This is an optimization exercise on Yosys and OpenROAD, whose aim is small area, a short achievable clock period and few clock cycles per item, not a production implementation. Where RTL was checked, it was by simulation tests only, not by an equivalence proof against the original. Power figures rest on the tool's default switching activity, not on a simulated workload.

## lc4_ooo_core
module lc4_ooo_core (
   input  logic        gwe,
   input  logic        rst_n,
   output logic [15:0] imem_addr,
   input  logic [15:0] imem_out,
   output logic        commit_valid,
   output logic [15:0] commit_pc,
   output logic [15:0] commit_insn,
   output logic [15:0] commit_value,
   output logic        commit_we,
   output logic [2:0]  commit_reg,
   output logic [2:0]  commit_nzp
);
   logic [15:0] pc_f;
   logic        x_valid, x_we, x_mulph;
   logic [15:0] x_insn, x_a, x_b;
   logic        c_valid, c_we, c_zero;
   logic [15:0] c_pc, c_insn, c_value;
   logic [15:0] rf [8];
   logic [7:0]  rf_ok;
   logic        x_sub, x_and, x_or, x_xor, x_mul;
   logic        stall, x_wr;
   logic [15:0] sum, res, mul_s, mul_c;
   assign stall = x_valid && x_mul && !x_mulph;    
   assign sum   = x_a + (x_b ^ {16{x_sub}}) + {15'd0, x_sub};
   lc4_mul_csa i_mul (.a(x_a), .b(x_b), .s(mul_s), .c(mul_c));
   always_comb begin
      if (x_and)
         res = x_a & x_b;
      else if (x_or)
         res = x_a | x_b;
      else if (x_xor)
         res = x_a ^ x_b;
      else
         res = sum;
   end
   assign x_wr = x_valid && x_we && !stall;
   logic [3:0]  f_op;
   logic [2:0]  f_rs, f_rt, f_fn;
   logic [15:0] rf_a, rf_b, f_imm, a_next, b_next;
   logic        f_arith, f_logic, f_const, f_imm_sel, f_not, byp_a, byp_b, use_a;
   assign imem_addr = pc_f;
   assign f_op      = imem_out[15:12];
   assign f_fn      = imem_out[5:3];
   assign f_rs      = imem_out[8:6];
   assign f_rt      = imem_out[2:0];
   assign f_arith   = (f_op == lc4_pkg::OP_ARITH);
   assign f_logic   = (f_op == lc4_pkg::OP_LOGIC);
  ...
Settings: LEC_CHECK=0, CAP_MARGIN=20, CORE_MARGIN=2, CORE_UTILIZATION=40, SETUP_SLACK_MARGIN=3, SLEW_MARGIN=20; clock period 9.0 ns.
run.sh (not shown) runs the stock make flow with config.mk's settings and CLKGATE_MAP_FILE= SYNTH_SCRIPT=/design/flow/synth_recipe.tcl, a recipe that flattens the netlist after the stock synthesis.
Rerun with:
==> flow/flow/run.sh (new file) <==
#!/bin/bash
# Standard layout (the standard.sh), with plain buffers on the ports and a
# tighter setup repair target. Each tool's output goes to a log in this folder.
set -euo pipefail
bash standard.sh BUFFER_PORTS_ARGS="-buffer_cell sky130_fd_sc_hd__buf_2" SETUP_SLACK_MARGIN=6 finish > flow_make.log 2>&1
==> flow/standard.sh (new file) <==
#!/bin/bash
# synth_recipe.tcl (not shown) runs the flow's synth.tcl, then flattens the netlist and writes it again
# the make line also repeats each setting of config.mk as NAME=value (left out here)
make -C /OpenROAD-flow-scripts/flow DESIGN_CONFIG=/design/flow/config.mk WORK_HOME=/design/flow/orfs CLKGATE_MAP_FILE= SYNTH_SCRIPT=/design/flow/synth_recipe.tcl "${@:-finish}"
Settings changed: SETUP_SLACK_MARGIN 3 to default.
removed: flow/run.sh
Effect:
- The changed run finished clean
- design area increases by about 11%
- utilization came out higher by 5.2 points
- power came out higher by about 13%
- wire length rose by 9.8%
- worst hold slack is about the same
- clock power barely changes
- register-to-register slack gets better by 980 ps
- die area is unchanged
Rerun with:
==> flow/run.sh (new file) <==
#!/bin/bash
# synth_recipe.tcl (not shown) runs the flow's synth.tcl, then flattens the netlist and writes it again
# the make line also repeats each setting of config.mk as NAME=value (left out here)
make -C /OpenROAD-flow-scripts/flow DESIGN_CONFIG=/design/flow/config.mk WORK_HOME=/design/flow/orfs CLKGATE_MAP_FILE= SYNTH_SCRIPT=/design/flow/synth_recipe.tcl finish
Settings changed: SETUP_SLACK_MARGIN from default to 5.
removed: flow/flow/run.sh
removed: flow/standard.sh
After rerunning: The changed run produced a clean layout; register-to-register slack is worse by 360 ps; combinational power decreases by about a fifth; worst setup slack degrades by 360 ps; critical path depth shrinks by 1; core utilization went down by 4.7 points; power went down by a little under a tenth; non-clock buffer count is lower by 119; routed wire length decreases by a few percent.
No functional check of the RTL was part of any run of this note.

* * *

Another version of the RTL of lc4_ooo_core (not shown whole).
Size in the first run: ~1400 cells after synthesis, about 300 flip-flops, ~90 I/O pins, about 0.016 mm2 of cells after synthesis.
export LEC_CHECK = 0
export CAP_MARGIN = 20
export CORE_MARGIN = 2
export CORE_UTILIZATION = 55
export CTS_CLUSTER_DIAMETER = 120
export CTS_CLUSTER_SIZE = 22
export PLACE_DENSITY = 0.72
export SLEW_MARGIN = 20
create_clock -name core_clock -period 9.0 [get_ports {gwe}]
standard.sh (not shown) runs the stock make flow with config.mk's settings and CLKGATE_MAP_FILE= SYNTH_SCRIPT=/design/flow/synth_recipe.tcl, a recipe that flattens the netlist after the stock synthesis.
==> flow/flow/run.sh <==
#!/bin/bash
# Standard layout (the standard.sh), with plain buffers on the ports and a
# tighter setup repair target. Each tool's output goes to a log in this folder.
set -euo pipefail
bash standard.sh BUFFER_PORTS_ARGS="-buffer_cell sky130_fd_sc_hd__buf_2" SETUP_SLACK_MARGIN=5.5 finish > flow_make.log 2>&1
The first run completed with no timing, DRC or antenna violations.
Testbench counts at the start, summed over its fixed seeds: cycles 17,590, items 16,000.
==> next run, changes <==
--- a/flow/flow/run.sh
+++ b/flow/flow/run.sh
@@ -5 +5 @@
-bash standard.sh BUFFER_PORTS_ARGS="-buffer_cell sky130_fd_sc_hd__buf_2" SETUP_SLACK_MARGIN=5.5 finish > flow_make.log 2>&1
+bash standard.sh BUFFER_PORTS_ARGS="-buffer_cell sky130_fd_sc_hd__buf_2" SETUP_SLACK_MARGIN=6 finish > flow_make.log 2>&1
--- a/flow/config.mk
+++ b/flow/config.mk
@@ -10,4 +10 @@
-export CORE_UTILIZATION = 55
-export CTS_CLUSTER_DIAMETER = 120
-export CTS_CLUSTER_SIZE = 22
-export PLACE_DENSITY = 0.72
+export CORE_UTILIZATION = 40
Outcome: Final area rose by about 11%; non-clock buffer count goes up by 49; die area climbs by 37%; total power goes up by about 20%; setup slack gets better by 0.17 ns; register-to-register slack gets better by 0.17 ns; final cell count goes up by 12%; wire length grows by 6.1%; synthesized cell count does not change; hold slack gets better by 0.0075 ns; via count is higher by 2.1%.
==> next run, changes <==
--- a/flow/flow/run.sh
+++ b/flow/flow/run.sh
@@ -5 +5 @@
-bash standard.sh BUFFER_PORTS_ARGS="-buffer_cell sky130_fd_sc_hd__buf_2" SETUP_SLACK_MARGIN=6 finish > flow_make.log 2>&1
+bash standard.sh BUFFER_PORTS_ARGS="-buffer_cell sky130_fd_sc_hd__buf_2" SETUP_SLACK_MARGIN=5.5 finish > flow_make.log 2>&1
--- a/flow/config.mk
+++ b/flow/config.mk
@@ -10,0 +11,2 @@
+export CTS_CLUSTER_DIAMETER = 120
+export CTS_CLUSTER_SIZE = 22
Cell area fell by 9.0%; sequential cell count does not change; worst setup slack degrades by 0.13 ns; synthesized cell count stays the same; cell count fell by 3.8%; die area stays the same; power fell by 17%; hold slack improves by 0.0087 ns; non-clock buffer count fell by 49.

[separate check: timing with driven ports]
The flow's constraints put no driver on any port. The routed layouts listed below were extracted and timed again, unchanged, in two steps.
Step 1 assumes that a clkbuf_16 drives the clock port and a buf_2 every other input.
Step 2 moves the port delays by t, midway between the first and last clock arrival at a register: inputs arrive t later, outputs are due t later. That takes back most of the time a late clock gives input paths.
Slacks: no drivers / after step 1 / after step 2; pairs: no drivers / after step 1.
run | t, ns | setup slack, ns | hold WS [ns]
the first run of note 1 | 0.590 | 4.473 / 4.473 / 4.394 | 0.338 / 0.338 / 0.338
the second run of note 1 | 0.609 | 5.448 / 5.448 / 5.372 | 0.336 / 0.336 / 0.336
the third run of note 1 | 0.597 | 5.088 / 5.088 / 4.698 | 0.338 / 0.338 / 0.338
the first run of note 2 | 0.555 | 5.581 / 5.581 / 5.581 | 0.332 / 0.332 / 0.332
the second run of note 2 | 0.625 | 5.746 / 5.746 / 5.746 | 0.340 / 0.340 / 0.340
the third run of note 2 | 0.557 | 5.613 / 5.613 / 5.613 | 0.349 / 0.349 / 0.349
After both steps every run listed still meets setup and hold. For the third run of note 1, which loses most, drivers alone change the setup slack by 0.000 ns; drivers and shift together by -0.390 ns.
